From an optimization exercise on the open Yosys and OpenROAD flow, aimed at small area; shortcuts taken in it are not production practice. The RTL was checked by simulation tests, not by an equivalence proof against the original design. Power and IR drop assume default switching activity.

==> flow/design.v <==
`timescale 1ns/1ns
package tage_pkg;
	localparam int ADDR_W = 32;
	localparam int GHR_W = 16;
	localparam int NUM_TAGGED = 2;
	localparam int NUM_PROV = 3;    
	localparam int BASE_IDX_W = 8;
	localparam int TBL_IDX_W = 6;
	localparam int TAG_W = 8;
	localparam int HIST_LEN_1 = 4;
	localparam int HIST_LEN_2 = 12;
	localparam int CTR_W = 3;
	localparam logic [CTR_W-1:0] CTR_WEAK_T = 3'd4;
	localparam logic [CTR_W-1:0] CTR_WEAK_NT = 3'd3;
	localparam int U_W = 2;
	localparam logic [1:0] BASE_CTR_INIT = 2'd2;    
	localparam int ENTRY_W = 1 + TAG_W + CTR_W + U_W;
	localparam int E_U_LSB = 0;
	localparam int E_CTR_LSB = U_W;
	localparam int E_TAG_LSB = U_W + CTR_W;
	localparam int E_VALID = U_W + CTR_W + TAG_W;
	localparam int LOOKUP_W = BASE_IDX_W + NUM_TAGGED * (TBL_IDX_W + TAG_W);
	localparam int L_TAG_LSB = 0;
	localparam int L_IDX_LSB = NUM_TAGGED * TAG_W;
	localparam int L_BASE_LSB = NUM_TAGGED * (TAG_W + TBL_IDX_W);
	localparam int REQ_W = ADDR_W + GHR_W;
	localparam int HREQ_W = LOOKUP_W + ADDR_W;
	localparam int META_W = 4;
	localparam int RESP_W = 1 + META_W + ADDR_W;
	localparam int FB_W = ADDR_W + GHR_W + 1 + META_W;
endpackage
`timescale 1ns/1ns
import tage_pkg::*;
module tage_index_hash (
	input  logic [7:0]  i_pc,     
	input  logic [7:0]  i_pct,    
	input  logic [11:0] i_ghr,
	output logic [5:0]  o_idx1,
	output logic [5:0]  o_idx2,
	output logic [7:0]  o_tag1,
	output logic [7:0]  o_tag2
);
	assign o_idx1 = i_pc[5:0] ^ {2'b00, i_ghr[3:0]};
	assign o_tag1 = i_pct ^ {4'b0000, i_ghr[3:0]};
	assign o_idx2 = i_pc[5:0] ^ i_ghr[5:0] ^ i_ghr[11:6];
	assign o_tag2 = i_pct ^ i_ghr[7:0] ^ {4'b0000, i_ghr[11:8]};
endmodule
`timescale 1ns/1ns
module tage_dec #(
	parameter int N = 6
) (
	input  logic [N-1:0]      i_bin,
	output logic [2**N-1:0]   o_sel
);
	always_comb
	begin
		for (int j = 0; j < 2**N; j++)
			o_sel[j] = i_bin == N'(j);
	end
endmodule
`timescale 1ns/1ns
module tage_aor2 #(
	parameter int W = 1,
	parameter int H = 16,
	parameter int L = 16
) (
	input  logic [L-1:0]     i_lo,
	input  logic [H-1:0]     i_hi,
	input  logic [W*H*L-1:0] i_data,
	output logic [W-1:0]     o_data
);
	always_comb
	begin
		for (int b = 0; b < W; b++)
		begin
			o_data[b] = 1'b0;
			for (int h = 0; h < H; h++)
				o_data[b] = o_data[b] | (i_hi[h] && |(i_data[b * H * L + h * L +: L] & i_lo));
		end
	end
endmodule
`timescale 1ns/1ns
module tage_aor #(
	parameter int W = 1,
	parameter int N = 64
) (
	input  logic [N-1:0]   i_sel,
	input  logic [W*N-1:0] i_data,
	output logic [W-1:0]   o_data
);
	always_comb
	begin
		for (int b = 0; b < W; b++)
			o_data[b] = |(i_data[b * N +: N] & i_sel);
	end
endmodule
`timescale 1ns/1ns
module tage_provider_select (
	input  logic       i_base_pred,
	input  logic [1:0] i_hit,
	input  logic [1:0] i_pred,        
	output logic [3:0] o_meta         
);
	logic prov_pred;
	logic alt_pred;
	assign prov_pred = i_hit[1] ? i_pred[1] : (i_hit[0] ? i_pred[0] : i_base_pred);
	assign alt_pred = (i_hit[1] && i_hit[0]) ? i_pred[0] : i_base_pred;
	assign o_meta = {i_hit[1], i_hit[0] && !i_hit[1], alt_pred, prov_pred};
endmodule
`timescale 1ns/1ns
import tage_pkg::*;
module tage_update_ctrl (
	input  logic       i_fb_valid,
	input  logic       i_outcome,
	input  logic [3:0] i_meta,         
	input  logic [1:0] i_base_ctr,
	input  logic [1:0] i_valid,        
	input  logic [5:0] i_ctr,          
	input  logic [3:0] i_u,            
	output logic       o_base_wr_en,
	output logic [1:0] o_base_ctr,
	output logic [1:0] o_wr_en,
	output logic [1:0] o_wr_valid,
	output logic [5:0] o_wr_ctr,
	output logic [3:0] o_wr_u,
	output logic [1:0] o_tag_en
);
	logic [1:0] prov;
	logic       alt_pred;
	logic       prov_pred;
	logic       mispred;
	logic       alloc_req;
	logic [1:0] cand;
	logic [1:0] is_prov;
	logic [1:0] free;
	logic [1:0] alloc;
	logic       age;
	assign prov = i_meta[3:2];
	assign alt_pred = i_meta[1];
	assign prov_pred = i_meta[0];
	assign mispred = prov_pred != i_outcome;
	assign alloc_req = mispred && !prov[1];
	assign o_base_wr_en = i_fb_valid && (prov == 2'd0);
	always_comb
	begin
		o_base_ctr = i_base_ctr;
		if (i_outcome && (i_base_ctr != 2'd3))
			o_base_ctr = i_base_ctr + 2'd1;
		else if (!i_outcome && (i_base_ctr != 2'd0))
			o_base_ctr = i_base_ctr - 2'd1;
	end
	assign cand[0] = prov == 2'd0;
	assign cand[1] = !prov[1];
	assign is_prov[0] = prov == 2'd1;
	assign is_prov[1] = prov == 2'd2;
	assign free[0] = !i_valid[0] || (i_u[1:0] == 2'd0);
	assign free[1] = !i_valid[1] || (i_u[3:2] == 2'd0);
	assign alloc[0] = alloc_req && cand[0] && free[0];
	assign alloc[1] = alloc_req && cand[1] && free[1] && !alloc[0];
	assign age = alloc_req && !free[1] && (prov[0] || !free[0]);
	always_comb
	begin
		for (int t = 0; t < 2; t++)
		begin
			logic [2:0] c;
			logic [1:0] u;
			c = i_ctr[t * 3 +: 3];
			u = i_u[t * 2 +: 2];
			o_wr_en[t] = i_fb_valid && (is_prov[t] || alloc[t] || (age && cand[t]));
			o_tag_en[t] = i_fb_valid && alloc[t];
			o_wr_valid[t] = alloc[t] || i_valid[t];
			o_wr_ctr[t * 3 +: 3] = c;
			o_wr_u[t * 2 +: 2] = u;
			if (alloc[t])
			begin
				o_wr_ctr[t * 3 +: 3] = i_outcome ? CTR_WEAK_T : CTR_WEAK_NT;
				o_wr_u[t * 2 +: 2] = 2'd0;
			end
			else if (is_prov[t])
			begin
				if (i_outcome && (c != 3'd7))
					o_wr_ctr[t * 3 +: 3] = c + 3'd1;
				else if (!i_outcome && (c != 3'd0))
					o_wr_ctr[t * 3 +: 3] = c - 3'd1;
				if (alt_pred != prov_pred)
				begin
					if (!mispred && (u != 2'd3))
						o_wr_u[t * 2 +: 2] = u + 2'd1;
					else if (mispred && (u != 2'd0))
						o_wr_u[t * 2 +: 2] = u - 2'd1;
				end
			end
			else
				o_wr_u[t * 2 +: 2] = u - 2'd1;    
		end
	end
endmodule
`timescale 1ns/1ns
import tage_pkg::*;
module tage_predictor (
	input  logic                       clk,
	input  logic                       rst_n,
	input  logic [tage_pkg::REQ_W-1:0]  i_req,
	input  logic                       i_req_valid,
	output logic                       o_req_ready,
	output logic [tage_pkg::RESP_W-1:0] o_resp,
	output logic                       o_resp_valid,
	input  logic                       i_resp_ready,
	input  logic [tage_pkg::FB_W-1:0]   i_fb,
	input  logic                       i_fb_valid
);
	logic [31:0] a_pc;
	logic [11:0] a_ghr;
	logic        a_valid;
	logic        a_ready;
	logic        b_ready;
	logic [31:0] b_pc;
	logic [3:0]  b_meta;
	logic        b_valid;
	logic [3:0]  meta;
	assign b_ready = i_resp_ready || !b_valid;
	assign a_ready = b_ready || !a_valid;
	assign o_req_ready = a_ready;
	always_ff @(posedge clk)
	begin
		if (!rst_n)
			a_valid <= 1'b0;
		else if (a_ready)
			a_valid <= i_req_valid;
	end
	always_ff @(posedge clk)
	begin
		if (a_ready)
		begin
			a_pc <= i_req[GHR_W +: ADDR_W];
			a_ghr <= i_req[11:0];
		end
	end
	always_ff @(posedge clk)
	begin
		if (!rst_n)
			b_valid <= 1'b0;
		else if (b_ready)
			b_valid <= a_valid;
	end
	always_ff @(posedge clk)
	begin
		if (b_ready)
		begin
			b_pc <= a_pc;
			b_meta <= meta;
		end
	end
	assign o_resp = {b_meta[0], b_meta, b_pc};
	assign o_resp_valid = b_valid;
	logic [11:0] r_idx;
	logic [15:0] r_tag;
	logic [31:0] f_pc;
	logic [11:0] f_idx;
	logic [15:0] f_tag;
	tage_index_hash u_req_hash (
		.i_pc(a_pc[9:2]),
		.i_pct(a_pc[15:8]),
		.i_ghr(a_ghr),
		.o_idx1(r_idx[5:0]),
		.o_idx2(r_idx[11:6]),
		.o_tag1(r_tag[7:0]),
		.o_tag2(r_tag[15:8])
	);
	assign f_pc = i_fb[FB_W-1 -: ADDR_W];
	tage_index_hash u_fb_hash (
		.i_pc(f_pc[9:2]),
		.i_pct(f_pc[15:8]),
		.i_ghr(i_fb[META_W + 1 +: 12]),
		.o_idx1(f_idx[5:0]),
		.o_idx2(f_idx[11:6]),
		.o_tag1(f_tag[7:0]),
		.o_tag2(f_tag[15:8])
	);
	logic [1:0] base_up_ctr;
	logic       base_wr_en;
	logic [1:0] base_wr_ctr;
	logic [1:0] up_valid;
	logic [5:0] up_ctr;
	logic [3:0] up_u;
	logic [1:0] wr_en;
	logic [1:0] wr_valid;
	logic [5:0] wr_ctr;
	logic [3:0] wr_u;
	logic [1:0] tag_en;
	tage_update_ctrl u_update (
		.i_fb_valid(i_fb_valid),
		.i_outcome(i_fb[META_W]),
		.i_meta(i_fb[META_W-1:0]),
		.i_base_ctr(base_up_ctr),
		.i_valid(up_valid),
		.i_ctr(up_ctr),
		.i_u(up_u),
		.o_base_wr_en(base_wr_en),
		.o_base_ctr(base_wr_ctr),
		.o_wr_en(wr_en),
		.o_wr_valid(wr_valid),
		.o_wr_ctr(wr_ctr),
		.o_wr_u(wr_u),
		.o_tag_en(tag_en)
	);
	logic [511:0] bc;
	logic [15:0]  fb_lo, fb_hi;
	logic [15:0]  bw_lo, bw_hi;
	logic [1:0]   bwd;
	logic [15:0]  rb_lo, rb_hi;
	logic         base_pred;
	tage_dec #(.N(4)) u_fb_lo (.i_bin(f_pc[5:2]), .o_sel(fb_lo));
	tage_dec #(.N(4)) u_fb_hi (.i_bin(f_pc[9:6]), .o_sel(fb_hi));
	assign bw_lo = fb_lo | {16{!rst_n}};
	assign bw_hi = (fb_hi & {16{base_wr_en}}) | {16{!rst_n}};
	assign bwd = rst_n ? base_wr_ctr : 2'd2;
	for (genvar i = 0; i < 256; i++)
	begin : g_b
		always_ff @(posedge clk)
		begin
			if (bw_hi[i / 16] && bw_lo[i % 16])
			begin
				bc[i] <= bwd[0];
				bc[256 + i] <= bwd[1];
			end
		end
	end
	tage_aor2 #(.W(2), .H(16), .L(16)) u_b_up (
		.i_lo(bw_lo),
		.i_hi(bw_hi),
		.i_data(bc),
		.o_data(base_up_ctr)
	);
	tage_dec #(.N(4)) u_rb_lo (.i_bin(a_pc[5:2]), .o_sel(rb_lo));
	tage_dec #(.N(4)) u_rb_hi (.i_bin(a_pc[9:6]), .o_sel(rb_hi));
	tage_aor2 #(.W(1), .H(16), .L(16)) u_b_rd (
		.i_lo(rb_lo),
		.i_hi(rb_hi),
		.i_data(bc[511:256]),
		.o_data(base_pred)
	);
	logic [1:0] rd_valid;
	logic [15:0] rd_tag;
	logic [1:0] rd_pred;
	for (genvar t = 0; t < 2; t++)
	begin : g_t
		logic [63:0]  v;
		logic [511:0] tg;     
		logic [191:0] c;
		logic [127:0] u;
		logic [7:0]   f_lo, f_hi;
		logic [7:0]   a_lo, a_hi;
		logic [7:0]   t_hi;
		logic [7:0]   r_lo, r_hi;
		tage_dec #(.N(3)) u_f_lo (.i_bin(f_idx[t * 6 +: 3]), .o_sel(f_lo));
		tage_dec #(.N(3)) u_f_hi (.i_bin(f_idx[t * 6 + 3 +: 3]), .o_sel(f_hi));
		tage_dec #(.N(3)) u_r_lo (.i_bin(r_idx[t * 6 +: 3]), .o_sel(r_lo));
		tage_dec #(.N(3)) u_r_hi (.i_bin(r_idx[t * 6 + 3 +: 3]), .o_sel(r_hi));
		assign a_lo = f_lo | {8{!rst_n}};
		assign a_hi = (f_hi & {8{wr_en[t]}}) | {8{!rst_n}};
		assign t_hi = f_hi & {8{tag_en[t]}};
		for (genvar i = 0; i < 64; i++)
		begin : g_e
			always_ff @(posedge clk)
			begin
				if (a_hi[i / 8] && a_lo[i % 8])
				begin
					v[i] <= rst_n && wr_valid[t];
					c[i] <= wr_ctr[t * 3];
					c[64 + i] <= wr_ctr[t * 3 + 1];
					c[128 + i] <= wr_ctr[t * 3 + 2];
					u[i] <= wr_u[t * 2];
					u[64 + i] <= wr_u[t * 2 + 1];
				end
			end
			for (genvar b = 0; b < 8; b++)
			begin : g_tb
				always_ff @(posedge clk)
				begin
					if (t_hi[i / 8] && f_lo[i % 8])
						tg[b * 64 + i] <= f_tag[t * 8 + b];
				end
			end
		end
		tage_aor2 #(.W(6), .H(8), .L(8)) u_up (
			.i_lo(f_lo),
			.i_hi(f_hi),
			.i_data({u, c, v}),
			.o_data({up_u[t * 2 +: 2], up_ctr[t * 3 +: 3], up_valid[t]})
		);
		tage_aor2 #(.W(10), .H(8), .L(8)) u_rd (
			.i_lo(r_lo),
			.i_hi(r_hi),
			.i_data({c[191:128], tg, v}),
			.o_data({rd_pred[t], rd_tag[t * 8 +: 8], rd_valid[t]})
		);
	end
	logic [1:0] hit;
	assign hit[0] = rd_valid[0] && (rd_tag[7:0] == r_tag[7:0]);
	assign hit[1] = rd_valid[1] && (rd_tag[15:8] == r_tag[15:8]);
	tage_provider_select u_select (
		.i_base_pred(base_pred),
		.i_hit(hit),
		.i_pred(rd_pred),
		.o_meta(meta)
	);
endmodule
==> flow/flow/run.sh <==
#!/bin/bash
# The standard layout, with a clock tree built from larger sink clusters than the default and
# without the dummy loads the tree builder adds to balance its branches.
set -euo pipefail
export CTS_ARGS="-sink_clustering_enable -repair_clock_nets -dont_use_dummy_load -sink_clustering_size 20 -sink_clustering_max_diameter 50 -buf_list sky130_fd_sc_hd__clkbuf_8"
bash standard.sh > flow.log 2>&1
==> flow/standard.sh <==
#!/bin/bash
# synth_recipe.tcl (not shown) runs the flow's synth.tcl, then flattens the netlist and writes it again
# the make line also repeats each setting of config.mk as NAME=value (left out here)
make -C /OpenROAD-flow-scripts/flow DESIGN_CONFIG=/design/flow/config.mk WORK_HOME=/design/flow/orfs CLKGATE_MAP_FILE= SYNTH_SCRIPT=/design/flow/synth_recipe.tcl "${@:-finish}"
==> flow/config.mk <==
export PLATFORM = sky130hd
export DESIGN_NAME = tage_predictor
export DESIGN_NICKNAME = tage_predictor
export VERILOG_FILES = /design/flow/design.v
export SDC_FILE = /design/flow/constraint.sdc
export NUM_CORES = 4
export LEC_CHECK = 0
export CAP_MARGIN = 20
export CELL_PAD_IN_SITES_GLOBAL_PLACEMENT = 0
export CORE_MARGIN = 2
export CORE_UTILIZATION = 70
export PLACE_DENSITY = 0.8
export SLEW_MARGIN = 30
export SYNTH_HIERARCHICAL = 1
==> flow/constraint.sdc <==
create_clock -name core_clock -period 10.0 [get_ports {clk}]
set_input_delay 2.0000 -clock core_clock [delete_from_list [all_inputs] [get_ports {clk}]]
set_output_delay 2.0000 -clock core_clock [all_outputs]
set_load 0.01 [all_outputs]
==> results of run 1 <==
-- power by group --
group / internal [W] / switching (W)
Combinational: 0.000857 / 0.00231
Clock: 0.00150 / 0.00281
Sequential: 0.0124 / 0.000275
-- kinds of logic after synthesis --
logic type,share of synthesized area
xor+xnor,0.009316
fa+ha+maj,0.001824
compound gates,0.1356
flops,0.7459
simple gates,0.07006
mux,0.0008860
buf+inv,0.03636
-- worst max path at each step --
stage	to	slack, ns	cells past startpoint
after floorplan	bc[0]$_DFFE_PP_	1.28	16
after detailed placement	g_t[1].tg[264]$_DFFE_PP_	1.58	17
final	g_t[1].tg[129]$_DFFE_PP_	2.32	17
after global routing	g_t[0].c[131]$_DFFE_PP_	2.12	17
after global placement	g_t[1].tg[266]$_DFFE_PP_	1.75	17
after CTS	g_t[1].tg[482]$_DFFE_PP_	2.62	17
-- per-module statistics from Yosys, one instance, submodules excluded, excerpt --
| module | flip-flops and latches | area [sq um] |
|---|---|---|
| tage_predictor | 2386 | 75670 |
| tage_update_ctrl | 0 | 862.1 |
| tage_index_hash | 0 | 391.6 |
| tage_provider_select | 0 | 68.82 |
-- per-stage QoR --
stage / power [W] / cells / util
floorplan: 0.01471 / 5773 / -
global placement: 0.01576 / 7408 / 0.7222
detailed placement: 0.01595 / 7411 / 0.7232
CTS: 0.02004 / 7579 / 0.7402
global route: 0.02068 / 7582 / 0.7403
finish: 0.02014 / 7583 / 0.7403
-- routing by layer --
| layer | vias up | wire length [um] | GRT usage |
|---|---|---|---|
| li1 | 23710 | - | - |
| met1 | 28450 | 83520 | 0.4735 |
| met2 | 4746 | 113800 | 0.5385 |
| met3 | 749 | 36120 | 0.08937 |
| met4 | 6 | 10940 | 0.1373 |
| met5 | - | 44 | 0 |
-- sequential cells by signal, summed over array words and instances, names as in the netlist, 4 cells and up --
register	flops
a_ghr	12
g_t.v	128
b_pc	32
g_t.tg	1024
bc	512
b_meta	4
a_pc	32
g_t.u	256
g_t.c	384
-- cell type report --
| cell class | count | area, sq um |
|---|---|---|
| antenna | 4 | 10.01 |
| clock buffer | 168 | 2312 |
| fill | 7801 | 35270 |
| inverter | 46 | 172.7 |
| multi-input combinational | 2897 | 21410 |
| sequential | 2386 | 71630 |
| tap | 1781 | 2228 |
| timing repair buffer | 301 | 2778 |
-- worst max-delay path: stages --
cell and delay [ns]:
sky130_fd_sc_hd__clkdlybuf4s50_1 0.45, sky130_fd_sc_hd__buf_4 0.29, sky130_fd_sc_hd__xor2_1 0.75, sky130_fd_sc_hd__and3b_2 1.04, sky130_fd_sc_hd__buf_4 0.37, sky130_fd_sc_hd__a22oi_1 0.12, sky130_fd_sc_hd__nand4_1 0.14, sky130_fd_sc_hd__a22oi_1 0.16
sky130_fd_sc_hd__nand4_1 0.28, sky130_fd_sc_hd__inv_1 0.08, sky130_fd_sc_hd__ha_1 0.26, sky130_fd_sc_hd__nand2b_1 0.22, sky130_fd_sc_hd__a2111oi_4 0.35, sky130_fd_sc_hd__buf_4 0.26, sky130_fd_sc_hd__and2_2 0.55, sky130_fd_sc_hd__buf_4 0.39
sky130_fd_sc_hd__and3_1 0.47
-- Yosys cell counts (6+ instances only) --
master and count:
sky130_fd_sc_hd__a2111oi_0 6, sky130_fd_sc_hd__a21boi_4 27, sky130_fd_sc_hd__a21oi_1 8, sky130_fd_sc_hd__a221oi_1 30, sky130_fd_sc_hd__a22o_1 29, sky130_fd_sc_hd__a22oi_1 1441, sky130_fd_sc_hd__a22oi_2 33, sky130_fd_sc_hd__and2_1 7
sky130_fd_sc_hd__and2b_1 6, sky130_fd_sc_hd__and3_1 128, sky130_fd_sc_hd__and3_2 8, sky130_fd_sc_hd__and3b_2 24, sky130_fd_sc_hd__and4b_1 16, sky130_fd_sc_hd__and4bb_1 20, sky130_fd_sc_hd__buf_1 27, sky130_fd_sc_hd__buf_2 137
sky130_fd_sc_hd__buf_4 74, sky130_fd_sc_hd__buf_6 157, sky130_fd_sc_hd__clkbuf_1 45, sky130_fd_sc_hd__edfxtp_1 2384, sky130_fd_sc_hd__ha_1 14, sky130_fd_sc_hd__inv_1 46, sky130_fd_sc_hd__mux2i_1 7, sky130_fd_sc_hd__nand2_1 91
sky130_fd_sc_hd__nand2b_1 6, sky130_fd_sc_hd__nand4_1 344, sky130_fd_sc_hd__nor2_1 386, sky130_fd_sc_hd__nor2_2 8, sky130_fd_sc_hd__nor2b_1 35, sky130_fd_sc_hd__nor3_1 13, sky130_fd_sc_hd__nor3b_1 26, sky130_fd_sc_hd__nor4b_4 16
sky130_fd_sc_hd__o31a_1 25, sky130_fd_sc_hd__o31ai_1 18, sky130_fd_sc_hd__xnor2_1 23, sky130_fd_sc_hd__xor2_1 24, sky130_fd_sc_hd__xor3_1 18
==> results.txt, run 1 <==
number of rows in the core area 135; Arrival @ worst endpoint 8.26 ns; post-route fraction of the period consumed by the critical path 0.7676; result of the run finished clean; final wirelength 244400 um; clock buffers created by TritonCTS 168; Max Fclk 130.3 MHz; top cell type by total area after synthesis sky130_fd_sc_hd__edfxtp_1; Power Density 200.3 mW/mm^2; register bit count reported by yosys 2386; wire length of the first global-routing pass 356200 um; via count of the first global-routing pass 56030; timing startpoint of the critical path i_fb[23]; Global Route Usage Sum 0.3455; count of flip-flops with a built-in enable after synthesis 2384; unrepaired setup endpoints after global routing no; Req. time, crit path 10.59 ns; antenna violations before repair 7; first drt pass iteration count 6; width of the die 374.4 um; Mapped Nets 5893; Cells on Worst Hold Path 0; Slew Limit Fails 0; final critical-path required period 7.676 ns; crit end category flip-flop; total gr overflow 0; post-route standard cell area excluding fillers 0.1005 sq mm; post-cts gate resize count 0; area post-placement 0.09821 sq mm; share of the synthesized area in the top cell type 0.7455; DRC Markers 0; pin count of the biggest net entering global routing 106; routed vias 57660; clock tree from TritonCTS yes; count of warnings emitted by yosys 14; most common cell after layout, fill and taps aside sky130_fd_sc_hd__edfxtp_1; leakage power figure 31.60 nW; root buf cell sky130_fd_sc_hd__clkbuf_8; type of the worst setup path in2reg; Initial Util 0.7071; Final Hold Violating Endpoints 0; count of input and output buffers 118; iteration-0 DRC count of the detailed router 9647; full die area 0.1402 sq mm; clock latency on the worst-skew pair 0.99 ns; worst r2r path cells 13; level count of the clock H-tree 4; highest-count cells in the layout ignoring fill and taps sky130_fd_sc_hd__edfxtp_1 (2384), sky130_fd_sc_hd__a22oi_1 (1440), sky130_fd_sc_hd__nor2_1 (384), sky130_fd_sc_hd__nand4_1 (344), sky130_fd_sc_hd__clkbuf_8 (168); Post-Place Setup Slack 1.582 ns; portion of the post-synthesis area used by sequential elements 0.7459; share of cells above drive strength 1 0.1012; hold path start a_pc[25]$_DFFE_PP_; IO Pins 145; wire length per cell 32.23 um; primary flip-flop cell chosen by synthesis mapping sky130_fd_sc_hd__edfxtp_1; RD Place Congestion 0.9033; final setup violation count 0; cells after synthesis 5773; MaxCap Viol Count 0; Final #Nets 5920; worst hold path type reg2reg; register-to-register setup slack 4.49 ns; final antenna-violating net count 0; Relative slew margins 0.2066; Worst IR Drop VDD 0.2191 mV; Reg clk slew, reported paths 0.10 ns; number of hold buffers added after cts 0; post-synth design cell area 0.09603 sq mm; clk_skew 0.1223 ns; die extent in y 374.4 um; CTS sink cnt 2386; area of the core 0.1358 sq mm; type of origin of the critical path primary input; Syn-to-layout area delta 4.695%; transition time at the pin with the least slew margin 1.160 ns; worst hold margin 0.4125 ns; unique cell type count in the Yosys netlist 68; minimum setup slack in the final design 2.324 ns; capturing point of the worst reg2reg path b_meta[1]$_DFFE_PP_; Area contributors post-synth sky130_fd_sc_hd__edfxtp_1 (75%), sky130_fd_sc_hd__a22oi_1 (11%), sky130_fd_sc_hd__nand4_1 (2.2%); detailed-placement wirelength estimate 148900 um; endpoint of the worst hold path b_pc[25]$_DFFE_PP_; sum of negative setup slack 0 ns; maximum fanout encountered on the critical timing path 35; average size of a mapped cell 16.63 sq um; detail-routed via count per cell 7.604; number of setup buffers added after CTS 0; buffer levels on the longest clock path 3; launch point of the worst reg-to-reg path a_pc[2]$_DFFE_PP_; async set-or-reset flop fraction in the synthesized netlist 0
==> run 2, diff against run 1 <==
==> flow/run.sh (new file) <==
#!/bin/bash
# synth_recipe.tcl (not shown) runs the flow's synth.tcl, then flattens the netlist and writes it again
# the make line also repeats each setting of config.mk as NAME=value (left out here)
make -C /OpenROAD-flow-scripts/flow DESIGN_CONFIG=/design/flow/config.mk WORK_HOME=/design/flow/orfs CLKGATE_MAP_FILE= SYNTH_SCRIPT=/design/flow/synth_recipe.tcl finish
--- a/flow/config.mk
+++ b/flow/config.mk
@@ -9,6 +9,9 @@
 export CELL_PAD_IN_SITES_GLOBAL_PLACEMENT = 0
 export CORE_MARGIN = 2
 export CORE_UTILIZATION = 70
+export CTS_BUF_LIST = sky130_fd_sc_hd__clkbuf_8
+export CTS_CLUSTER_DIAMETER = 50
+export CTS_CLUSTER_SIZE = 20
 export PLACE_DENSITY = 0.8
 export SLEW_MARGIN = 30
 export SYNTH_HIERARCHICAL = 1
removed: flow/flow/run.sh
removed: flow/standard.sh
==> results.txt, run 2 <==
Global Route Usage Sum 0.3481 (+0.002661); Max Fclk 130.6 MHz (+0.27%); area taken by flip-flops and latches 0.07163 sq mm (unchanged); Slew Limit Fails 0 (unchanged); clock buffers created by TritonCTS 168 (unchanged); area of the multi-input gates 0.02141 sq mm (unchanged); most common cell after layout, fill and taps aside sky130_fd_sc_hd__edfxtp_1; total power of the final layout 0.02108 W (+4.7%); width of the die 374.4 um (unchanged); Worst IR Drop VDD 0.1983 mV (-9.5%); count of flip-flops with a built-in enable after synthesis 2384 (unchanged); Critical-path top delay cell sky130_fd_sc_hd__o31a_1; detailed-placement wirelength estimate 148900 um (unchanged); clk_skew 0.04800 ns (-0.07428 ns); count of input and output buffers 118 (unchanged); IO Pins 145 (unchanged); CP max stage delay 0.87 ns (-0.17 ns); full die area 0.1402 sq mm (unchanged); launch point of the worst reg-to-reg path a_pc[2]$_DFFE_PP_; final antenna-violating net count 0 (unchanged); Reg clk slew, reported paths 0.11 ns (about the same); crit end category flip-flop; Filler Cells Inserted 7622 (-2.3%); iteration-0 DRC count of the detailed router 9536 (-1.2%); primary flip-flop cell chosen by synthesis mapping sky130_fd_sc_hd__edfxtp_1; register bit count reported by yosys 2386 (unchanged); wire length of the first global-routing pass 358800 um (+0.74%); Initial Util 0.7071 (unchanged); Cells on Worst Hold Path 0 (unchanged); share of cells above drive strength 1 0.1166 (+0.01533); final critical-path required period 7.656 ns (-0.02042 ns); unique cell type count in the Yosys netlist 68 (unchanged); Mapped Nets 5893 (unchanged); amount of wire on met2 after detailed routing 114800 um (+0.92%); share of the synthesized area in the top cell type 0.7455 (unchanged); highest routing layer actually used met5; via count of the first global-routing pass 56440 (+0.74%); type of the worst setup path in2reg; post-synth design cell area 0.09603 sq mm (unchanged); clock latency on the worst-skew pair 0.98 ns (about the same); buffer levels on the longest clock path 3 (unchanged); average size of a mapped cell 16.63 sq um (unchanged); register with the most flip-flops g_t.tg; unrepaired setup endpoints after global routing no; dominant cell type by count on the critical path sky130_fd_sc_hd__buf_4; worst r2r path cells 13 (unchanged); portion of the post-synthesis area used by sequential elements 0.7459 (unchanged); die extent in y 374.4 um (unchanged); register-to-register setup slack 4.42 ns (-0.07 ns); flip-flop count of the largest register, all copies and words added 1024 (unchanged); Post-Route M1 WL 83530 um (about the same); number of rows in the core area 135 (unchanged); Arrival @ worst endpoint 8.25 ns (about the same); MaxCap Viol Count 0 (unchanged); root buf cell sky130_fd_sc_hd__clkbuf_8; detail-routed via count per cell 7.533 (-0.94%); Final #Nets 5920 (unchanged); CTS sink cnt 2386 (unchanged); type of origin of the critical path primary input; cell with the most instances after synthesis sky130_fd_sc_hd__edfxtp_1; result of the run finished clean; Req. time, crit path 10.60 ns (about the same); leakage power figure 32.20 nW (+1.9%); endpoint of the worst hold path b_pc[0]$_DFFE_PP_; worst hold path type reg2reg; number of setup buffers added after CTS 0 (unchanged); area of the core 0.1358 sq mm (unchanged); Relative slew margins 0.2739 (+0.06731); cells after synthesis 5773 (unchanged); Syn-to-layout area delta 5.981%; Power Density 207.1 mW/mm^2 (+3.4%); Area contributors post-synth sky130_fd_sc_hd__edfxtp_1 (75%), sky130_fd_sc_hd__a22oi_1 (11%), sky130_fd_sc_hd__nand4_1 (2.2%); post-route standard cell area excluding fillers 0.1018 sq mm (+1.2%); wire length on met3 36470 um (+0.98%); top cell type by total area after synthesis sky130_fd_sc_hd__edfxtp_1; maximum fanout encountered on the critical timing path 35 (unchanged); area post-placement 0.09821 sq mm (unchanged); transition time at the pin with the least slew margin 1.062 ns (-0.09843 ns); wire length per cell 31.93 um (-0.94%); top cells by count, synth sky130_fd_sc_hd__edfxtp_1 (2384), sky130_fd_sc_hd__a22oi_1 (1441), sky130_fd_sc_hd__nor2_1 (386); first drt pass iteration count 8 (+2); post-route fraction of the period consumed by the critical path 0.7656 (-0.002042); final wirelength 245900 um (+0.62%); level count of the clock H-tree 4 (unchanged); antenna violations before repair 5 (-2); hold path start a_pc[0]$_DFFE_PP_; capturing point of the worst reg2reg path b_meta[1]$_DFFE_PP_; async set-or-reset flop fraction in the synthesized netlist 0 (unchanged); sum of negative setup slack 0 ns (unchanged); count of warnings emitted by yosys 14 (unchanged); clock tree from TritonCTS yes; total gr overflow 0 (unchanged); Final Hold Violating Endpoints 0 (unchanged); DRC Markers 0 (unchanged); final setup violation count 0 (unchanged); highest-count cells in the layout ignoring fill and taps sky130_fd_sc_hd__edfxtp_1 (2384), sky130_fd_sc_hd__a22oi_1 (1440), sky130_fd_sc_hd__nor2_1 (384), sky130_fd_sc_hd__nand4_1 (344), sky130_fd_sc_hd__clkbuf_8 (170); pin count of the biggest net entering global routing 106 (unchanged); critical path cell sequence clkdlybuf4s50_1, buf_4, xor2_1, and3b_2, buf_4, a22oi_1, nand4_1, a22oi_1, nand4_1, inv_1, ha_1, nor2b_1, nor4_1, buf_4, o31a_1, a21boi_2, nor2_1; RD Place Congestion 0.9033 (unchanged); post-cts gate resize count 0 (unchanged); number of hold buffers added after cts 0 (unchanged); routed vias 58020 (+0.61%); Top Registers g_t.tg: 1024 flops, bc: 512 flops, g_t.c: 384 flops
[run 2: cell counts after synthesis]
Identical to the previous run, type by type.
[run 2: how the worst max path moves through the flow]
stage / to / slack, ns / from / depth (start not counted)
final: g_t[0].c[3]$_DFFE_PP_ / 2.34 / i_fb[25] / 17
after global routing: g_t[0].c[131]$_DFFE_PP_ / 2.17 / i_fb[25] / 17
after CTS: g_t[1].tg[264]$_DFFE_PP_ / 2.63 / i_fb[23] / 17
after detailed placement: g_t[1].tg[264]$_DFFE_PP_ / 1.58 / i_fb[23] / 17
after global placement: g_t[1].tg[266]$_DFFE_PP_ / 1.75 / i_fb[23] / 17
after floorplan: bc[0]$_DFFE_PP_ / 1.28 / i_fb[25] / 16
[run 2: per-module statistics from Yosys, one instance, submodules excluded, excerpt]
module / cells inside / copies in the design / area, sq um
tage_predictor: 3118 / 1 / 75670
tage_index_hash: 28 / 2 / 391.6
tage_provider_select: 9 / 1 / 68.82
tage_update_ctrl: 119 / 1 / 862.1
[run 2: per-layer routing]
layer / up-vias / global-route usage
met5: - / 0
met4: 4 / 0.1404
met3: 788 / 0.09125
met2: 4824 / 0.5426
met1: 28540 / 0.4754
li1: 23860 / -
[run 2: worst max-delay path: cells and delay by family]
family	cells	cell delay (ns)
and+or+nand+nor	6	2.06
AOI/OAI and AO/OA	4	1.67
adders and majority gates	1	0.27
buffers and inverters	5	1.47
xor gates and xnor gates	1	0.76
[run 2: layout make-up]
type / count / share of cell area
Clock inverter: 119 / 0.01191
Antenna cell: 2 / 0.00004918
Clock buffer: 170 / 0.02299
Inverter: 46 / 0.001697
Multi-Input combinational cell: 2897 / 0.2104
Sequential cell: 2386 / 0.7038
Timing Repair Buffer: 301 / 0.02729
Tap cell: 1781 / 0.02190
[run 2: logic make-up after synthesis]
group | Yosys count | synth area share
XOR/XNOR | 67 | 0.009316
flip-flops | 2386 | 0.7459
buffers and inverters | 490 | 0.03636
adder cells (fa/ha/maj) | 14 | 0.001824
multiplexers | 8 | 0.0008860
AO/OA/AOI/OAI | 1649 | 0.1356
AND/OR/NAND/NOR | 1159 | 0.07006
[run 2: power by group]
| part | switching, W | internal (W) | leakage (nW) |
|---|---|---|---|
| clock | 0.00326 | 0.00198 | 1.80 |
| sequential | 0.000278 | 0.0124 | 21.5 |
| combinational | 0.00232 | 0.000858 | 8.85 |
[run 2: stage by stage]
| step | cells | utilization | hold slack, ns | setup WS (ns) |
|---|---|---|---|---|
| final | 7702 | 0.7494 | 0.4261 | 2.344 |
| after global routing | 7701 | 0.7494 | 0.4266 | 2.168 |
| after detailed placement | 7411 | 0.7232 | 0.4045 | 1.582 |
| after CTS | 7700 | 0.7493 | 0.4286 | 2.630 |
| after floorplan | 5773 | - | 0.4003 | 1.278 |
| after global placement | 7408 | 0.7222 | 0.4005 | 1.752 |
==> run 3, diff against run 2 <==
--- a/flow/design.v
+++ b/flow/design.v
@@ -69,13 +69,32 @@
 	input  logic [W*H*L-1:0] i_data,
 	output logic [W-1:0]     o_data
 );
+	function automatic logic or_and(input logic [L-1:0] a, input logic [L-1:0] b);
+		logic r;
+		logic [L+1:0] t;
+		t = {2'b00, a & b};
+		r = 1'b0;
+		for (int k = 0; k < L; k = k + 3)
+			r = r | (|t[k +: 3]);
+		or_and = r;
+	endfunction
+	function automatic logic or_and_h(input logic [H-1:0] a, input logic [H-1:0] b);
+		logic r;
+		logic [H+1:0] t;
+		t = {2'b00, a & b};
+		r = 1'b0;
+		for (int k = 0; k < H; k = k + 3)
+			r = r | (|t[k +: 3]);
+		or_and_h = r;
+	endfunction
 	always_comb
 	begin
 		for (int b = 0; b < W; b++)
 		begin
-			o_data[b] = 1'b0;
+			logic [H-1:0] g;
 			for (int h = 0; h < H; h++)
-				o_data[b] = o_data[b] | (i_hi[h] && |(i_data[b * H * L + h * L +: L] & i_lo));
+				g[h] = or_and(i_data[b * H * L + h * L +: L], i_lo);
+			o_data[b] = or_and_h(g, i_hi);
 		end
 	end
 endmodule
@@ -91,7 +110,13 @@
 	always_comb
 	begin
 		for (int b = 0; b < W; b++)
-			o_data[b] = |(i_data[b * N +: N] & i_sel);
+		begin
+			logic [N+1:0] t;
+			t = {2'b00, i_data[b * N +: N] & i_sel};
+			o_data[b] = 1'b0;
+			for (int k = 0; k < N; k = k + 3)
+				o_data[b] = o_data[b] | (|t[k +: 3]);
+		end
 	end
 endmodule
 `timescale 1ns/1ns
@@ -120,7 +145,6 @@
 	output logic       o_base_wr_en,
 	output logic [1:0] o_base_ctr,
 	output logic [1:0] o_wr_en,
-	output logic [1:0] o_wr_valid,
 	output logic [5:0] o_wr_ctr,
 	output logic [3:0] o_wr_u,
 	output logic [1:0] o_tag_en
@@ -168,7 +192,6 @@
 			u = i_u[t * 2 +: 2];
 			o_wr_en[t] = i_fb_valid && (is_prov[t] || alloc[t] || (age && cand[t]));
 			o_tag_en[t] = i_fb_valid && alloc[t];
-			o_wr_valid[t] = alloc[t] || i_valid[t];
 			o_wr_ctr[t * 3 +: 3] = c;
 			o_wr_u[t * 2 +: 2] = u;
 			if (alloc[t])
@@ -284,7 +307,6 @@
 	logic [5:0] up_ctr;
 	logic [3:0] up_u;
 	logic [1:0] wr_en;
-	logic [1:0] wr_valid;
 	logic [5:0] wr_ctr;
 	logic [3:0] wr_u;
 	logic [1:0] tag_en;
@@ -299,7 +321,6 @@
 		.o_base_wr_en(base_wr_en),
 		.o_base_ctr(base_wr_ctr),
 		.o_wr_en(wr_en),
-		.o_wr_valid(wr_valid),
 		.o_wr_ctr(wr_ctr),
 		.o_wr_u(wr_u),
 		.o_tag_en(tag_en)
@@ -366,7 +387,6 @@
 			begin
 				if (a_hi[i / 8] && a_lo[i % 8])
 				begin
-					v[i] <= rst_n && wr_valid[t];
 					c[i] <= wr_ctr[t * 3];
 					c[64 + i] <= wr_ctr[t * 3 + 1];
 					c[128 + i] <= wr_ctr[t * 3 + 2];
@@ -374,6 +394,8 @@
 					u[64 + i] <= wr_u[t * 2 + 1];
 				end
 			end
+			always_ff @(posedge clk)
+				v[i] <= rst_n && (v[i] || (t_hi[i / 8] && f_lo[i % 8]));
 			for (genvar b = 0; b < 8; b++)
 			begin : g_tb
 				always_ff @(posedge clk)
==> flow/flow/run.sh (new file) <==
#!/bin/bash
# The standard layout (standard.sh) with three changes to how it is made:
#  - synthesis maps logic with an area-oriented ABC script (flow/abc_area_map.script) in place
#    of ORFS's abc_speed.script; everything else in synthesis is unchanged, so the registers
#    and their names are the standard synthesis's;
#  - the clock tree uses larger sink clusters and no dummy balancing loads;
#  - port buffers are the smallest buffer cell.
# Each tool's log is in orfs/logs/ (ORFS's per-step logs); make's output is in flow.log.
set -euo pipefail
W=$PWD
rm -rf "$W/scripts_area"
cp -r "$FLOW_HOME/scripts" "$W/scripts_area"
cp "$W/flow/abc_area_map.script" "$W/scripts_area/abc_speed.script"
export SCRIPTS_DIR="$W/scripts_area"
export CTS_ARGS="-sink_clustering_enable -repair_clock_nets -dont_use_dummy_load -sink_clustering_size 16 -sink_clustering_max_diameter 45 -buf_list sky130_fd_sc_hd__clkbuf_8"
export BUFFER_PORTS_ARGS="-buffer_cell sky130_fd_sc_hd__buf_1"
bash standard.sh > flow.log 2>&1
==> flow/flow/abc_area_map.script (new file) <==
&get -n
&st
&dch -f
&nf -R 1000
&put
topo
==> flow/standard.sh (new file) <==
#!/bin/bash
# synth_recipe.tcl (not shown) runs the flow's synth.tcl, then flattens the netlist and writes it again
# the make line also repeats each setting of config.mk as NAME=value (left out here)
make -C /OpenROAD-flow-scripts/flow DESIGN_CONFIG=/design/flow/config.mk WORK_HOME=/design/flow/orfs CLKGATE_MAP_FILE= SYNTH_SCRIPT=/design/flow/synth_recipe.tcl "${@:-finish}"
--- a/flow/config.mk
+++ b/flow/config.mk
@@ -9,9 +9,6 @@
 export CELL_PAD_IN_SITES_GLOBAL_PLACEMENT = 0
 export CORE_MARGIN = 2
 export CORE_UTILIZATION = 70
-export CTS_BUF_LIST = sky130_fd_sc_hd__clkbuf_8
-export CTS_CLUSTER_DIAMETER = 50
-export CTS_CLUSTER_SIZE = 20
 export PLACE_DENSITY = 0.8
 export SLEW_MARGIN = 30
 export SYNTH_HIERARCHICAL = 1
removed: flow/run.sh
==> results.txt, run 3 <==
post-cts gate resize count 0 (unchanged); combinational family with the most area after synthesis compound AO/OA/AOI/OAI gates; switching component of the power 0.005156 W (-12%); Power Density 203.0 mW/mm^2 (-2.0%); Arrival @ worst endpoint 8.60 ns (+0.35 ns); Final Hold Violating Endpoints 0 (unchanged); post-synthesis compound-gate area fraction 0.1334 (-0.002225); count of warnings emitted by yosys 14 (unchanged); number of hold buffers added after cts 0 (unchanged); type of the worst setup path in2reg; most common cell after layout, fill and taps aside sky130_fd_sc_hd__edfxtp_1; clock tree from TritonCTS yes; top cells by count, synth sky130_fd_sc_hd__edfxtp_1 (2256), sky130_fd_sc_hd__a222oi_1 (831), sky130_fd_sc_hd__nor2_1 (445); Global Route Usage Sum 0.3680 (+0.01982); Slew Limit Fails 0 (unchanged); area post-placement 0.09390 sq mm (-4.4%); level count of the clock H-tree 4 (unchanged); register bit count reported by yosys 2386 (unchanged); unique cell type count in the Yosys netlist 33 (-51%); DRC Markers 0 (unchanged); RD Place Congestion 1.001 (+11%); routing usage on met2 0.5525 (+0.009896); count of flip-flops with a built-in enable after synthesis 2256 (-5.4%); final setup violation count 0 (unchanged); crit end category flip-flop; primary flip-flop cell chosen by synthesis mapping sky130_fd_sc_hd__edfxtp_1; detailed-placement wirelength estimate 144000 um (-3.3%); antenna violations before repair 16 (+11); iteration-0 DRC count of the detailed router 12550 (+32%); clock latency on the worst-skew pair 0.98 ns (about the same); flip-flop count of the largest register, all copies and words added 1024 (unchanged); wire length per cell 33.50 um (+4.9%); full die area 0.1304 sq mm (-6.9%); fraction of synthesized area in multiplexers 0.0004764 (-0.0004096); layer with the highest usage met2; buffer levels on the longest clock path 3 (unchanged); portion of the post-synthesis area used by sequential elements 0.7878 (+0.04191); critical path cell sequence buf_1, xor2_1, buf_4, xor2_1, nor2_4, buf_16, buf_4, a222oi_1, nand3_1, a222oi_1, nand3_1, nand2b_1, nand3_1, nor2_4, buf_4, and3_1; total power of the final layout 0.01963 W (-6.9%); share of cells above drive strength 1 0.08833 (-0.02824); cells after synthesis 5056 (-12%); transition time at the pin with the least slew margin 1.130 ns (+0.06816 ns); instance count after placement with tap cells included 7001 (-5.5%); Final #Nets 5658 (-4.4%); Worst IR Drop VDD 0.1624 mV (-18%); clock buffers created by TritonCTS 193 (+15%); met3 usage in global routing 0.1194 (+0.02819); synthesized-area fraction occupied by adder cells 0.001962 (+0.0001376); worst r2r path cells 16 (+3); highest-count cells in the layout ignoring fill and taps sky130_fd_sc_hd__edfxtp_1 (2256), sky130_fd_sc_hd__a222oi_1 (831), sky130_fd_sc_hd__nor2_1 (437), sky130_fd_sc_hd__nand3_1 (339), sky130_fd_sc_hd__a22oi_1 (290); Syn-to-layout area delta 8.297%; type of origin of the critical path primary input; Cells on Worst Hold Path 0 (unchanged); leakage power figure 30.48 nW (-5.3%); Relative slew margins 0.2452 (-0.02868); post-route standard cell area excluding fillers 0.09670 sq mm (-5.0%); CTS sink cnt 2386 (unchanged); average size of a mapped cell 17.66 sq um (+6.2%); number of setup buffers added after CTS 0 (unchanged); Initial Util 0.7030 (-0.004163); Cell Count, Final, Fillers Out 7205 (-6.5%); cell with the most instances after synthesis sky130_fd_sc_hd__edfxtp_1; post-synth design cell area 0.08929 sq mm (-7.0%); area of the core 0.1270 sq mm (-6.5%); detail-routed via count per cell 7.897 (+4.8%); via count of the first global-routing pass 55550 (-1.6%); final antenna-violating net count 0 (unchanged); sequential share of power 0.626 (+0.026); top cell type by total area after synthesis sky130_fd_sc_hd__edfxtp_1; maximum fanout encountered on the critical timing path 34 (-2.9%); final critical-path required period 8.040 ns (+0.3840 ns); share of the synthesized area in the top cell type 0.7587 (+0.01318); cell type group with the largest total delay on the critical path simple AND/OR/NAND/NOR gates; Comb power frac 0.142 (-0.009); Mapped Nets 5176 (-12%); MaxCap Viol Count 0 (unchanged); count of input and output buffers 118 (unchanged); pin count of the biggest net entering global routing 171 (+61%); width of the die 361.2 um (-3.5%); IO Pins 145 (unchanged); Area contributors post-synth sky130_fd_sc_hd__edfxtp_1 (76%), sky130_fd_sc_hd__a222oi_1 (9.3%), sky130_fd_sc_hd__dfxtp_1 (2.9%); wire length of the first global-routing pass 351200 um (-2.1%); worst hold path type reg2reg; Req. time, crit path 10.56 ns (-0.04 ns); die extent in y 361.2 um (-3.5%); Max Fclk 124.4 MHz (-4.8%); result of the run finished clean; Reg clk slew, reported paths 0.08 ns (-0.03 ns); first drt pass iteration count 13 (+5); Power Internal 0.01447 W (-4.9%); met1 GRT Util 0.4940 (+0.01855); register with the most flip-flops g_t.tg; area share of xor/xnor cells in the synthesized design 0.006572 (-0.002744); Top Registers g_t.tg: 1024 flops, bc: 512 flops, g_t.c: 384 flops; net switching fraction of the power 0.2627 (-0.01534); Critical-path top delay cell sky130_fd_sc_hd__nor2_4; root buf cell sky130_fd_sc_hd__clkbuf_8; total gr overflow 0 (unchanged); routed vias 56900 (-1.9%); unrepaired setup endpoints after global routing no; basic-gate share of the synthesized area counting and, or, nand and nor cells 0.06626 (-0.003796); async set-or-reset flop fraction in the synthesized netlist 0 (unchanged); number of rows in the core area 131 (-3.0%); number of buffer and inverter instances along the worst setup path 5 (unchanged); clk_skew 0.1005 ns (+0.05252 ns); CP max stage delay 0.91 ns (+0.04 ns); fraction of power consumed by the clock network 0.233 (-0.016); sum of negative setup slack 0 ns (unchanged); path length in cells of the critical path 16 (-1); post-route fraction of the period consumed by the critical path 0.8040 (+0.03840); final wirelength 241400 um (-1.9%)
-- run 3: changes by cell type in the layout (fill, tap and decap cells not counted), moves of 34 or more --
cell / change
sky130_fd_sc_hd__a22oi_2: -34
sky130_fd_sc_hd__o21a_1: +128
sky130_fd_sc_hd__nand4_1: -342
sky130_fd_sc_hd__clkdlybuf4s50_1: -113
sky130_fd_sc_hd__buf_1: +113
sky130_fd_sc_hd__clkinv_1: +41
sky130_fd_sc_hd__a22oi_1: -1150
sky130_fd_sc_hd__nand3_1: +336
sky130_fd_sc_hd__edfxtp_1: -128
sky130_fd_sc_hd__and4_1: +46
sky130_fd_sc_hd__inv_1: -56
sky130_fd_sc_hd__nor2_1: +53
sky130_fd_sc_hd__a222oi_1: +831
sky130_fd_sc_hd__dfxtp_1: +128
-- run 3: layer usage --
metal  vias to the layer above  wire length (um)
met2                      5003            108700
met3                       908             40030
li1                      23270                 -
met1                     27700             79320
met5                         -               114
met4                        18             13160
-- run 3: modules after synthesis (local to each module, per instance), a selection --
| module | cells | cell area [sq um] |
|---|---|---|
| tage_update_ctrl | 111 | 681.9 |
| tage_provider_select | 9 | 62.56 |
| tage_predictor | 3156 | 74350 |
| tage_index_hash | 30 | 255.2 |
-- run 3: area by class of cell --
cell class	instances	area, sq um
antenna	7	17.52
clock buffer	193	2656
fill	7024	30330
inverter	51	192.7
multi-input combinational	2603	19350
sequential	2386	70350
tap	1662	2079
timing repair buffer	303	2059
-- run 3: power groups by stage --
| stage | logic (W) | clock network, W | registers [W] |
|---|---|---|---|
| CTS | 0.00265 | 0.00458 | 0.0123 |
| detailed placement | 0.00264 | 0 | 0.0125 |
| finish | 0.00278 | 0.00457 | 0.0123 |
| global route | 0.00289 | 0.00489 | 0.0123 |
| floorplan | 0.00145 | 0 | 0.0125 |
| global placement | 0.00255 | 0 | 0.0124 |
-- run 3: worst paths after layout --
check	start	end	slack, ns
setup / recovery	i_fb[25]	g_t[1].tg[136]$_DFFE_PP_	1.96
hold / removal	a_pc[0]$_DFFE_PP_	b_pc[0]$_DFFE_PP_	0.42
hold reg to reg	a_pc[0]$_DFFE_PP_	b_pc[0]$_DFFE_PP_	0.42
setup reg to reg	a_pc[4]$_DFFE_PP_	b_meta[1]$_DFFE_PP_	3.58
-- run 3: cells by family after synthesis --
kind of cell	after synthesis
xor+xnor	67
simple gates	1198
mux	4
fa+ha+maj	14
compound gates	1320
buf+inv	67
flops	2386
-- run 3: through the flow --
step | hold slack [ns] | util | worst slack [ns]
after floorplan | 0.4003 | - | 0.1036
after global placement | 0.4004 | 0.7385 | 1.323
after detailed placement | 0.4045 | 0.7392 | 1.491
after CTS | 0.4189 | 0.7601 | 2.435
after global routing | 0.4286 | 0.7612 | 1.965
final | 0.4182 | 0.7613 | 1.960
==> run 4, diff against run 3 <==
--- a/flow/config.mk
+++ b/flow/config.mk
@@ -8,7 +8,7 @@
 export CAP_MARGIN = 20
 export CELL_PAD_IN_SITES_GLOBAL_PLACEMENT = 0
 export CORE_MARGIN = 2
-export CORE_UTILIZATION = 70
-export PLACE_DENSITY = 0.8
+export CORE_UTILIZATION = 78
+export PLACE_DENSITY = 0.86
 export SLEW_MARGIN = 30
 export SYNTH_HIERARCHICAL = 1
==> results.txt, run 4 <==
result of the run finished clean; share of the synthesized area in the top cell type 0.7587 (unchanged); number of rows in the core area 124 (-5.3%); Req. time, crit path 10.50 ns (-0.06 ns); utilization of the core after routing 0.8477 (+0.08645); post-route standard cell area excluding fillers 0.09654 sq mm (-0.17%); iteration-0 DRC count of the detailed router 14770 (+18%); count of flip-flops with a built-in enable after synthesis 2256 (unchanged); first drt pass iteration count 15 (+2); amount of wire on met2 after detailed routing 113900 um (+4.7%); Reg clk slew, reported paths 0.09 ns (about the same); via count of the first global-routing pass 57500 (+3.5%); CP max stage delay 0.84 ns (-0.07 ns); DRC Markers 0 (unchanged); final wirelength 250700 um (+3.9%); Syn-to-layout area delta 8.112%; detail-routed via count per cell 8.343 (+5.6%); routed vias 58880 (+3.5%); area share of xor/xnor cells in the synthesized design 0.006572 (unchanged); count of input and output buffers 118 (unchanged); number of setup buffers added after CTS 0 (unchanged); register with the most flip-flops g_t.tg; crit end category flip-flop; most common cell after layout, fill and taps aside sky130_fd_sc_hd__edfxtp_1; Arrival @ worst endpoint 8.55 ns (-0.05 ns); Final Hold Violating Endpoints 0 (unchanged); Top Registers g_t.tg: 1024 flops, bc: 512 flops, g_t.c: 384 flops; Worst IR Drop VDD 0.1705 mV (+5.0%); average size of a mapped cell 17.66 sq um (unchanged); Slew Limit Fails 0 (unchanged); primary flip-flop cell chosen by synthesis mapping sky130_fd_sc_hd__edfxtp_1; async set-or-reset flop fraction in the synthesized netlist 0 (unchanged); total power of the final layout 0.01972 W (+0.48%); maximum fanout encountered on the critical timing path 37 (+8.8%); count of warnings emitted by yosys 14 (unchanged); worst hold path type reg2reg; Critical-path top delay cell sky130_fd_sc_hd__a222oi_1; post-cts gate resize count 0 (unchanged); pin count of the biggest net entering global routing 89 (-48%); buffer levels on the longest clock path 3 (unchanged); area of the core 0.1139 sq mm (-10%); Post-Route M1 WL 75770 um (-4.5%); Final #Nets 5662 (+0.071%); critical path cell sequence buf_1, xor2_2, xor2_1, and3b_2, a22oi_1, nand3_1, a222oi_1, nand3_1, clkinv_1, ha_1, nand2b_1, nand3_1, nor2_4, buf_16, and3_1; register bit count reported by yosys 2386 (unchanged); transition time at the pin with the least slew margin 1.180 ns (+0.04975 ns); post-synth design cell area 0.08929 sq mm (unchanged); wire length on met3 45140 um (+13%); Power Density 204.3 mW/mm^2 (+0.65%); flip-flop count of the largest register, all copies and words added 1024 (unchanged); cell with the most instances after synthesis sky130_fd_sc_hd__edfxtp_1; IO Pins 145 (unchanged); cells after synthesis 5056 (unchanged); basic-gate share of the synthesized area counting and, or, nand and nor cells 0.06626 (unchanged); RD Place Congestion 0.9641 (-3.7%); final critical-path required period 8.051 ns (+0.01099 ns); Global Route Usage Sum 0.4270 (+0.05906); cell type group with the largest total delay on the critical path simple AND/OR/NAND/NOR gates; dominant cell type by count on the critical path sky130_fd_sc_hd__nand3_1; clock latency on the worst-skew pair 0.94 ns (-0.04 ns); combinational family with the most area after synthesis compound AO/OA/AOI/OAI gates; clk_skew 0.08359 ns (-0.01693 ns); MaxCap Viol Count 0 (unchanged); width of the die 342.4 um (-5.2%); leakage power figure 30.51 nW (about the same); wire length of the first global-routing pass 362700 um (+3.3%); top cells by count, synth sky130_fd_sc_hd__edfxtp_1 (2256), sky130_fd_sc_hd__a222oi_1 (831), sky130_fd_sc_hd__nor2_1 (445); CTS sink cnt 2386 (unchanged); unique cell type count in the Yosys netlist 33 (unchanged); post-route fraction of the period consumed by the critical path 0.8051 (+0.001099); fraction of synthesized area in multiplexers 0.0004764 (unchanged); Area contributors post-synth sky130_fd_sc_hd__edfxtp_1 (76%), sky130_fd_sc_hd__a222oi_1 (9.3%), sky130_fd_sc_hd__dfxtp_1 (2.9%); final setup violation count 0 (unchanged); number of buffer and inverter instances along the worst setup path 3 (-2); highest-count cells in the layout ignoring fill and taps sky130_fd_sc_hd__edfxtp_1 (2256), sky130_fd_sc_hd__a222oi_1 (831), sky130_fd_sc_hd__nor2_1 (434), sky130_fd_sc_hd__nand3_1 (339), sky130_fd_sc_hd__a22oi_1 (290); area post-placement 0.09382 sq mm (about the same); top cell type by total area after synthesis sky130_fd_sc_hd__edfxtp_1; synthesized-area fraction occupied by adder cells 0.001962 (unchanged); full die area 0.1172 sq mm (-10%); share of cells above drive strength 1 0.09025 (+0.001922); Initial Util 0.7841 (+0.08116); clock tree from TritonCTS yes; antenna violations before repair 11 (-5); Mapped Nets 5176 (unchanged); Filler Cells Inserted 5055 (-28%); die extent in y 342.4 um (-5.2%); detailed-placement wirelength estimate 151900 um (+5.5%); wire length per cell 35.52 um (+6.0%); highest routing layer actually used met5; type of origin of the critical path primary input; sum of negative setup slack 0 ns (unchanged); Relative slew margins 0.2127 (-0.03246); clock buffers created by TritonCTS 190 (-1.6%); post-synthesis compound-gate area fraction 0.1334 (unchanged); root buf cell sky130_fd_sc_hd__clkbuf_8; final antenna-violating net count 0 (unchanged); total gr overflow 0 (unchanged); number of hold buffers added after cts 0 (unchanged); Max Fclk 124.2 MHz (-0.14%); unrepaired setup endpoints after global routing no; level count of the clock H-tree 4 (unchanged); portion of the post-synthesis area used by sequential elements 0.7878 (unchanged); type of the worst setup path in2reg
## run 4: cell counts after synthesis
No cell type changed its count.
## run 4: path summary, 6_finish.rpt
check                          start  depth (start not counted)  slack (ns)                        to
setup reg to reg   a_pc[3]$_DFFE_PP_                         13        3.54       b_meta[0]$_DFFE_PP_
setup / recovery            i_fb[23]                         15        1.95  g_t[1].tg[289]$_DFFE_PP_
hold / removal    a_pc[31]$_DFFE_PP_                          0        0.42        b_pc[31]$_DFFE_PP_
hold reg to reg   a_pc[31]$_DFFE_PP_                          0        0.42        b_pc[31]$_DFFE_PP_
## run 4: final cells by class
class                           instances  area, sq um  share of cell area
Multi-Input combinational cell       2603        19350              0.2005
Timing Repair Buffer                  310         2125             0.02201
Antenna cell                            5        12.51           0.0001296
Clock buffer                          190         2615             0.02709
Inverter                               51        195.2            0.002022
Sequential cell                      2386        70350              0.7287
Tap cell                             1512         1892             0.01960
## run 4: worst register-to-register path: stages (launching register included)
cell                       delay [ns]
sky130_fd_sc_hd__edfxtp_1        0.70
sky130_fd_sc_hd__xor2_1          0.41
sky130_fd_sc_hd__buf_4           0.33
sky130_fd_sc_hd__and3b_2         0.54
sky130_fd_sc_hd__buf_4           0.51
sky130_fd_sc_hd__a222oi_1        0.49
sky130_fd_sc_hd__nand3_1         0.15
sky130_fd_sc_hd__a222oi_1        0.96
sky130_fd_sc_hd__nand3_1         0.30
sky130_fd_sc_hd__xor2_1          0.23
sky130_fd_sc_hd__nor4_1          0.35
sky130_fd_sc_hd__and3_1          0.65
sky130_fd_sc_hd__mux2i_1         0.15
sky130_fd_sc_hd__o21ai_0         0.44
## run 4: logic make-up (layout without fill, tap and decap cells)
| logic type | after synthesis | after routing |
|---|---|---|
| DFF | 2386 | 2386 |
| AOI/OAI and AO/OA | 1320 | 1320 |
| and+or+nand+nor | 1198 | 1198 |
| xor gates and xnor gates | 67 | 67 |
| buffers and inverters | 67 | 551 |
| adders and majority gates | 14 | 14 |
| muxes | 4 | 4 |
| other | 0 | 5 |
## run 4: per-module statistics from Yosys, one instance, submodules excluded, a selection
module | times used | area [sq um] | flip-flops and latches
tage_predictor | 1 | 74350 | 2386
tage_index_hash | 2 | 255.2 | 0
tage_update_ctrl | 1 | 681.9 | 0
tage_provider_select | 1 | 62.56 | 0
## run 4: power by group
group / switching [W] / internal [W]
registers: 0.000236 / 0.0120
clock network: 0.00289 / 0.00169
logic: 0.00212 / 0.000741
## run 4: stage by stage
stage / hold WS [ns] / setup WS, ns / std cells
after floorplan: 0.4003 / 0.1036 / 5056
after global placement: 0.4005 / 1.217 / 6854
after detailed placement: 0.4057 / 1.292 / 6858
after CTS: 0.4254 / 2.328 / 7048
after global routing: 0.4399 / 1.910 / 7053
final: 0.4237 / 1.949 / 7057
## run 4: metal layers
metal	vias to the layer above	GRT usage
li1	23250	-
met1	28070	0.5733
met2	6348	0.6434
met3	1204	0.1309
met4	6	0.2237
met5	-	0
==> run 5, diff against run 4 <==
--- a/flow/flow/run.sh
+++ b/flow/flow/run.sh
@@ -12,6 +12,6 @@
 cp -r "$FLOW_HOME/scripts" "$W/scripts_area"
 cp "$W/flow/abc_area_map.script" "$W/scripts_area/abc_speed.script"
 export SCRIPTS_DIR="$W/scripts_area"
-export CTS_ARGS="-sink_clustering_enable -repair_clock_nets -dont_use_dummy_load -sink_clustering_size 16 -sink_clustering_max_diameter 45 -buf_list sky130_fd_sc_hd__clkbuf_8"
+export CTS_ARGS="-sink_clustering_enable -repair_clock_nets -dont_use_dummy_load -sink_clustering_size 14 -sink_clustering_max_diameter 40 -buf_list sky130_fd_sc_hd__clkbuf_8"
 export BUFFER_PORTS_ARGS="-buffer_cell sky130_fd_sc_hd__buf_1"
 bash standard.sh > flow.log 2>&1
==> flow/config.mk (replaced) <==
export PLATFORM = sky130hd
export DESIGN_NAME = tage_predictor
export DESIGN_NICKNAME = tage_predictor
export VERILOG_FILES = /design/flow/design.v
export SDC_FILE = /design/flow/constraint.sdc
export NUM_CORES = 4
export LEC_CHECK = 0
export CAP_MARGIN = 15
export CELL_PAD_IN_SITES_GLOBAL_PLACEMENT = 0
export CORE_MARGIN = 2
export CORE_UTILIZATION = 70
export PLACE_DENSITY = 0.8
export SLEW_MARGIN = 15
export SYNTH_HIERARCHICAL = 1
==> results.txt, run 5 <==
flip-flop count of the largest register, all copies and words added 1024 (unchanged); most common cell after layout, fill and taps aside sky130_fd_sc_hd__edfxtp_1; area post-placement 0.09384 sq mm (about the same); post-synth design cell area 0.08929 sq mm (unchanged); area of the core 0.1270 sq mm (+12%); portion of the post-synthesis area used by sequential elements 0.7878 (unchanged); root buf cell sky130_fd_sc_hd__clkbuf_8; final antenna-violating net count 0 (unchanged); iteration-0 DRC count of the detailed router 12420 (-16%); Reg clk slew, reported paths 0.09 ns (about the same); Syn-to-layout area delta 8.706%; share of the synthesized area in the top cell type 0.7587 (unchanged); register with the most flip-flops g_t.tg; Worst IR Drop VDD 0.1823 mV (+7.0%); type of origin of the critical path primary input; CTS sink cnt 2386 (unchanged); Initial Util 0.7030 (-0.08116); RD Place Congestion 1.001 (+3.8%); share of cells above drive strength 1 0.09192 (+0.001668); maximum fanout encountered on the critical timing path 38 (+2.7%); Max Fclk 121.0 MHz (-2.6%); final wirelength 242200 um (-3.4%); Final #Nets 5692 (+0.53%); pin count of the biggest net entering global routing 171 (+92%); primary flip-flop cell chosen by synthesis mapping sky130_fd_sc_hd__edfxtp_1; transition time at the pin with the least slew margin 1.395 ns (+0.2152 ns); type of the worst setup path in2reg; Final Hold Violating Endpoints 0 (unchanged); total gr overflow 0 (unchanged); unrepaired setup endpoints after global routing no; level count of the clock H-tree 4 (unchanged); post-route fraction of the period consumed by the critical path 0.8263 (+0.02126); clock tree from TritonCTS yes; wire length per cell 33.44 um (-5.9%); average size of a mapped cell 17.66 sq um (unchanged); Post-Place Setup Slack 1.157 ns (-0.1349 ns); first drt pass iteration count 12 (-3); Relative slew margins 0.06820 (-0.1445); leakage power figure 30.69 nW (+0.57%); Comb power frac 0.137 (-0.008); Power Internal 0.01479 W (+2.2%); clock latency on the worst-skew pair 0.98 ns (+0.04 ns); unique cell type count in the Yosys netlist 33 (unchanged); Slew Limit Fails 0 (unchanged); Area contributors post-synth sky130_fd_sc_hd__edfxtp_1 (76%), sky130_fd_sc_hd__a222oi_1 (9.3%), sky130_fd_sc_hd__dfxtp_1 (2.9%); final critical-path required period 8.263 ns (+0.2126 ns); count of flip-flops with a built-in enable after synthesis 2256 (unchanged); via count of the first global-routing pass 56080 (-2.5%); async set-or-reset flop fraction in the synthesized netlist 0 (unchanged); DRC Markers 0 (unchanged); final setup violation count 0 (unchanged); result of the run finished clean; count of warnings emitted by yosys 14 (unchanged); clock buffers created by TritonCTS 232 (+22%); Req. time, crit path 10.57 ns (+0.07 ns); routed vias 57130 (-3.0%); buffer levels on the longest clock path 3 (unchanged); antenna violations before repair 12 (+1); Global Route Usage Sum 0.3691 (-0.05790); fraction of power consumed by the clock network 0.249 (+0.017); top cells by count, synth sky130_fd_sc_hd__edfxtp_1 (2256), sky130_fd_sc_hd__a222oi_1 (831), sky130_fd_sc_hd__nor2_1 (445); MaxCap Viol Count 0 (unchanged); register bit count reported by yosys 2386 (unchanged); wire length of the first global-routing pass 352100 um (-2.9%); net switching fraction of the power 0.2616 (-0.004418); post-cts gate resize count 0 (unchanged); worst hold path type reg2reg; number of hold buffers added after cts 0 (unchanged); cells after synthesis 5056 (unchanged); top cell type by total area after synthesis sky130_fd_sc_hd__edfxtp_1; Top Registers g_t.tg: 1024 flops, bc: 512 flops, g_t.c: 384 flops
==> run 5: cell counts after synthesis <==
No cell type changed its count.
==> run 5: metal layers <==
metal	track usage	part of all wire	vias up
li1	-	-	23320
met1	0.4904	0.32	27720
met2	0.5558	0.45	5153
met3	0.1263	0.17	933
met4	0.1757	0.054	12
met5	0.004809	0.00062	-
==> run 5: kinds of logic after synthesis <==
group                    Yosys count  synth area share
AND/OR/NAND/NOR                 1198           0.06626
buffers and inverters             67          0.003489
XOR/XNOR                          67          0.006572
flip-flops                      2386            0.7878
multiplexers                       4         0.0004764
adder cells (fa/ha/maj)           14          0.001962
AO/OA/AOI/OAI                   1320            0.1334
==> run 5: path summary, 6_finish.rpt <==
kind                 startpoint               endpoint  slack [ns]  cells after the start
min reg2reg  a_pc[23]$_DFFE_PP_     b_pc[23]$_DFFE_PP_        0.41                      0
max reg2reg   a_pc[4]$_DFFE_PP_    b_meta[1]$_DFFE_PP_        3.63                     16
max                    i_fb[25]  g_t[0].u[2]$_DFFE_PP_        1.74                     18
min          a_pc[23]$_DFFE_PP_     b_pc[23]$_DFFE_PP_        0.41                      0
==> run 5: final cells by class <==
type | instances | area (sq um)
sequential | 2386 | 70350
fill | 6964 | 29960
multi-input combinational | 2603 | 19290
clock buffer | 232 | 3193
tap | 1662 | 2079
timing repair buffer | 298 | 1944
inverter | 51 | 191.4
antenna | 10 | 25.02
==> run 5: per-module statistics from Yosys, one instance, submodules excluded, excerpt <==
module                area, sq um  flops+latches
tage_predictor              74350           2386
tage_update_ctrl            681.9              0
tage_index_hash             255.2              0
tage_provider_select        62.56              0
==> run 5: power groups by stage <==
stage / clock network [W] / logic, W / registers, W
after floorplan: 0 / 0.00145 / 0.0125
after global placement: 0 / 0.00255 / 0.0124
after detailed placement: 0 / 0.00264 / 0.0125
after CTS: 0.00499 / 0.00265 / 0.0123
after global routing: 0.00533 / 0.00287 / 0.0123
final: 0.00499 / 0.00275 / 0.0123
==> run 5: through the flow <==
| stage | power [W] | hold slack, ns | util |
|---|---|---|---|
| after global placement | 0.01500 | 0.4004 | 0.7385 |
| after global routing | 0.02054 | 0.4139 | 0.7640 |
| after floorplan | 0.01391 | 0.4003 | - |
| final | 0.02003 | 0.4116 | 0.7641 |
| after CTS | 0.01992 | 0.4053 | 0.7639 |
| after detailed placement | 0.01514 | 0.4045 | 0.7387 |
==> run 5: critical path, stage by stage <==
cell and delay (ns):
sky130_fd_sc_hd__buf_1 0.47, sky130_fd_sc_hd__xor2_1 0.22, sky130_fd_sc_hd__buf_4 0.25, sky130_fd_sc_hd__xor2_1 0.62, sky130_fd_sc_hd__and3_2 1.05, sky130_fd_sc_hd__buf_4 0.46
sky130_fd_sc_hd__a22oi_1 0.11, sky130_fd_sc_hd__nand3_1 0.17, sky130_fd_sc_hd__a222oi_1 0.15, sky130_fd_sc_hd__nand3_1 0.33, sky130_fd_sc_hd__clkinv_1 0.12, sky130_fd_sc_hd__ha_1 0.23
sky130_fd_sc_hd__nand2b_1 0.21, sky130_fd_sc_hd__nor2_1 0.12, sky130_fd_sc_hd__nand2_1 0.08, sky130_fd_sc_hd__a21oi_1 1.00, sky130_fd_sc_hd__a21boi_0 0.67, sky130_fd_sc_hd__nor2_1 0.54

## afterwards: timing with drivers on the ports
The results above use ideal ports. As a check the final layouts listed here were re-extracted and re-timed, cells and wires unchanged.
Step 1 sets driving cells, clkbuf_16 on the clock port and buf_2 on the other inputs (assumed; they add their load-dependent delay and slew).
Step 2 times the ports against the registers' clock, not the clock port: input delays grow and output delays shrink by t, the midpoint of the rising clock arrivals with the driver on.
a / b / c = ideal / step 1 / step 2; a / b = the first two.
| run | t, ns | setup WS [ns] | worst slew at a driven data input, ns | pins driven straight from the clock port |
|---|---|---|---|---|
| run 1 | 1.003 | 2.324 / 2.343 / 1.340 | 0.21 | 1 |
| run 2 | 1.027 | 2.344 / 2.367 / 1.339 | 0.20 | 1 |
| run 3 | 1.009 | 1.960 / 2.018 / 1.009 | 0.19 | 1 |
| run 4 | 0.982 | 1.949 / 2.001 / 1.019 | 0.18 | 1 |
| run 5 | 1.010 | 1.737 / 1.795 / 0.785 | 0.19 | 1 |
After both steps every run listed still meets setup and hold. For run 2, which loses most, drivers alone change the setup slack by +0.023 ns; drivers and shift together by -1.005 ns.
